This is an optimization exercise on Yosys and OpenROAD, whose aim is small area, a short achievable clock period and few clock cycles, not a production implementation.
RTL that was checked went through simulation tests only; none was proved equivalent to the original.
No activity file was given, so power comes from the tool's default toggle rates.

==> flow/design.v (excerpt) <==
module mac_frame_deframer_crc32 (
    input  logic        clk,
    input  logic        rst_n,
    input  logic        in_valid,
    output logic        in_ready,
    input  logic [7:0]  in_data,
    input  logic        in_eof,
    output logic        out_valid,
    input  logic        out_ready,
    output logic [1:0]  out_kind,
    output logic [7:0]  out_byte_value,
    output logic [2:0]  out_status,
    output logic [2:0]  out_message_type,
    output logic [1:0]  out_major_version,
    output logic [31:0] out_device_address,
    output logic [7:0]  out_frame_control,
    output logic [15:0] out_frame_counter,
    output logic [7:0]  out_payload_length,
    output logic        out_last_of_run
);
For scale: about 680 cells after synthesis.
Settings: LEC_CHECK=0, CAP_MARGIN=20, CORE_MARGIN=2, CORE_UTILIZATION=60, CTS_BUF_LIST=sky130_fd_sc_hd__clkbuf_4 sky130_fd_sc_hd__clkbuf_8, GPL_ROUTABILITY_DRIVEN=1, PLACE_DENSITY=0.75, SETUP_SLACK_MARGIN=2.85, SLEW_MARGIN=20; clock period 5.0 ns.
standard.sh (not shown) runs the stock make flow with config.mk's settings and CLKGATE_MAP_FILE= SYNTH_SCRIPT=/design/flow/synth_recipe.tcl, a recipe that flattens the netlist after the stock synthesis.
==> flow/flow/run.sh <==
#!/bin/bash
# The standard layout, with the smallest buffer on each port and no dummy
# loads in the clock tree.
set -euo pipefail
export BUFFER_PORTS_ARGS="-buffer_cell sky130_fd_sc_hd__buf_1"
export CTS_ARGS="-sink_clustering_enable -repair_clock_nets -dont_use_dummy_load -buf_list {sky130_fd_sc_hd__clkbuf_4 sky130_fd_sc_hd__clkbuf_8}"
bash standard.sh > standard_flow.log 2>&1
Next try:
--- a/flow/design.v
+++ b/flow/design.v
@@ -76,21 +76,20 @@
                     crc32_byte = (crc32_byte >> 1) ^ CRC_POLY;
                 else
                     crc32_byte = crc32_byte >> 1;
             end
         end
     endfunction
     logic        rdy;                   
     logic        ov;                    
     logic        gs;                    
     logic [7:0]  g_n;                   
-    logic        gp;                    
     logic [7:0]  dl0, dl1, dl2, dl3;    
     logic        fresh;                 
     logic        first;                 
     logic        hcap;                  
     logic        body;                  
     logic        rb;                    
     logic        rl;                    
     logic [7:0]  cnt;                   
     logic [31:0] crc;
     logic [7:0]  hdr0_n, hdr5_n;
@@ -99,21 +98,21 @@
     logic [3:0]  nopt;
     logic       r_v, r_pay, r_lor;
     logic [7:0] r_byte;
     logic       k_v, k_pay, k_lor;
     logic [7:0] k_byte;
     logic       sp1, sp2, sv, q2;
     logic       s_chk;                  
     logic       s_ovr;
     logic [2:0] s_status;
     logic [7:0] s_plen;
-    logic [7:0] hv;                     
+    logic [3:0] s_vc;                   
     logic       take, push, pop_r, pop_s, eof_t, busy, load_s, load_q;
     logic       r_v_n, k_v_n, sp1_n, sv_n, q2_n, ge3_n, rdy_n, body_n;
     logic [4:0] optlim;
     logic       pay;
     assign take   = in_valid && rdy;
     assign eof_t  = take && in_eof;
     assign push   = in_valid && rb;
     assign nopt   = ~hdr5_n[3:0];
     assign optlim = 5'd12 + {1'b0, nopt};
     assign pay    = {3'd0, optlim} <= cnt;
@@ -174,22 +173,21 @@
                     cnt <= cnt + 8'd1;
             end
             else
                 hcap <= 1'b0;
         end
     end
     always_ff @(posedge clk)
     begin
         gs <= !r_v_n;
         for (int i = 0; i < 8; i++)
-            g_n[i] <= !(!r_v_n && !load_q && hv[i]);
-        gp <= !r_v_n && !load_q && (s_status != ST_SHORT);
+            g_n[i] <= !(!r_v_n && !load_q && (s_vc > 4'(i)));
     end
     always_ff @(posedge clk)
     begin
         if (take)
         begin
             dl0 <= dl1;
             dl1 <= dl2;
             dl2 <= dl3;
             dl3 <= in_data;
         end
@@ -241,61 +239,56 @@
         begin
             k_pay  <= pay;
             k_lor  <= !in_eof;
             k_byte <= dl0;
         end
     end
     logic       mm;
     logic [8:0] plen_d;                 
     assign mm     = crc != CRC_RESIDUE;
     assign plen_d = {1'b0, s_plen} - {5'd0, nopt};
-    always_comb
-        for (int i = 0; i < 8; i++)
-            hv[i] = (s_status != ST_SHORT) || (s_plen[2:0] > 3'(i));
     always_ff @(posedge clk)
     begin
         if (load_s || load_q)
         begin
+            s_vc  <= load_q ? 4'd0 :
+                     (cnt >= 8'd11) ? 4'd8 : (cnt >= 8'd4) ? 4'(cnt - 8'd3) : 4'd0;
             s_chk <= !load_q && (cnt != 8'd255) && (cnt >= 8'd11);
         end
         if (sp1)
             s_ovr <= plen_d[8];
-        if (load_s || load_q || (sp2 && s_chk))
+        if (load_s || load_q || (sp2 && s_chk && (mm || s_ovr)))
         begin
             if (load_q)
                 s_status <= ST_SHORT;
             else if (sp2)
-                s_status <= mm ? ST_MISMATCH : s_ovr ? ST_OVERRUN : ST_OK;
+                s_status <= mm ? ST_MISMATCH : ST_OVERRUN;
             else if (cnt == 8'd255)
                 s_status <= ST_TOO_LONG;
             else if (cnt < 8'd11)
                 s_status <= ST_SHORT;
             else
                 s_status <= ST_OK;
         end
-        if (load_s || load_q || sp1 || (sp2 && s_chk))
-        begin
-            if (load_q)
+        if (load_s || load_q || sp1 || (sp2 && s_chk && (mm || s_ovr)))
+        begin
+            if (load_q || sp2)
                 s_plen <= 8'd0;
-            else if (sp2)
-                s_plen <= s_plen & {8{!(mm || s_ovr)}};
             else if (sp1)
-                s_plen <= s_chk ? plen_d[7:0] : (s_status == ST_SHORT) ? s_plen : 8'd0;
-            else if (cnt < 8'd11)
-                s_plen <= (cnt >= 8'd4) ? cnt - 8'd3 : 8'd0;
+                s_plen <= s_chk ? plen_d[7:0] : 8'd0;
             else
                 s_plen <= cnt - 8'd11;
         end
     end
     assign in_ready           = rdy;
     assign out_valid          = ov;
     assign out_kind           = {gs, r_pay};
     assign out_byte_value     = r_byte;
     assign out_last_of_run    = r_lor;
     assign out_status         = s_status & {3{gs}};
-    assign out_payload_length = s_plen & {8{gp}};
+    assign out_payload_length = s_plen & ~g_n;
     assign out_message_type   = ~(hdr0_n[7:5] | {3{g_n[0]}});
     assign out_major_version  = ~(hdr0_n[1:0] | {2{g_n[0]}});
     assign out_device_address = ~(hdr_addr_n | {{8{g_n[4]}}, {8{g_n[3]}}, {8{g_n[2]}}, {8{g_n[1]}}});
     assign out_frame_control  = ~(hdr5_n | {8{g_n[5]}});
     assign out_frame_counter  = ~(hdr_cnt_n | {{8{g_n[7]}}, {8{g_n[6]}}});
 endmodule
=> Combinational power is higher by about 4%. Die area grows by 2.4%. Via count came out lower by 1.5%. Total power is higher by about 3%. Final cell count drops by 1.9%. Routed wire length decreases by about 3.2%. Synthesized area rises by about 2.5%. Core utilization goes down by 1.8 points. Cell area goes down by about 1.3%. Register-to-register slack gains 40 ps. First-iteration DRC count decreases by about 9%. Synthesized cell count climbs by about 0.7%. Maximum frequency drops by 2.1%. Worst hold slack barely changes.
Testbench counts after the change, summed over its fixed seeds: cycles 71,984.
The RTL of the first run of this note was laid out without a check of its function.

[port drivers added, routing unchanged]
In the flow no input, the clock included, has a driving cell. The finished layouts below were timed again as built, in two steps. Step 1 (the two cells are an assumption about what drives the block):
set clk [get_ports {clk}]
set_driving_cell -lib_cell sky130_fd_sc_hd__clkbuf_16 $clk
set_driving_cell -lib_cell sky130_fd_sc_hd__buf_2 [delete_from_list [all_inputs] $clk]
Step 2 moves the port delays by t, midway between the first and last clock arrival at a register: inputs arrive t later, outputs are due t later. That takes back most of the time a late clock gives input paths. Slacks: no drivers / after step 1 / after step 2; pairs: no drivers / after step 1.
run	shift t [ns]	setup WS [ns]	worst hold slack (ns)	worst setup path at the end	cell pins on the clock port's net
the first run	0.491	2.743 / 2.743 / 2.480	0.425 / 0.425 / 0.425	input to register	1
the second run	0.479	2.693 / 2.661 / 2.536	0.425 / 0.425 / 0.425	input to register	1
After both steps every run listed still meets setup and hold. The setup slack of the first run, which loses most, moves by 0.000 ns with the drivers and by -0.263 ns with both steps.
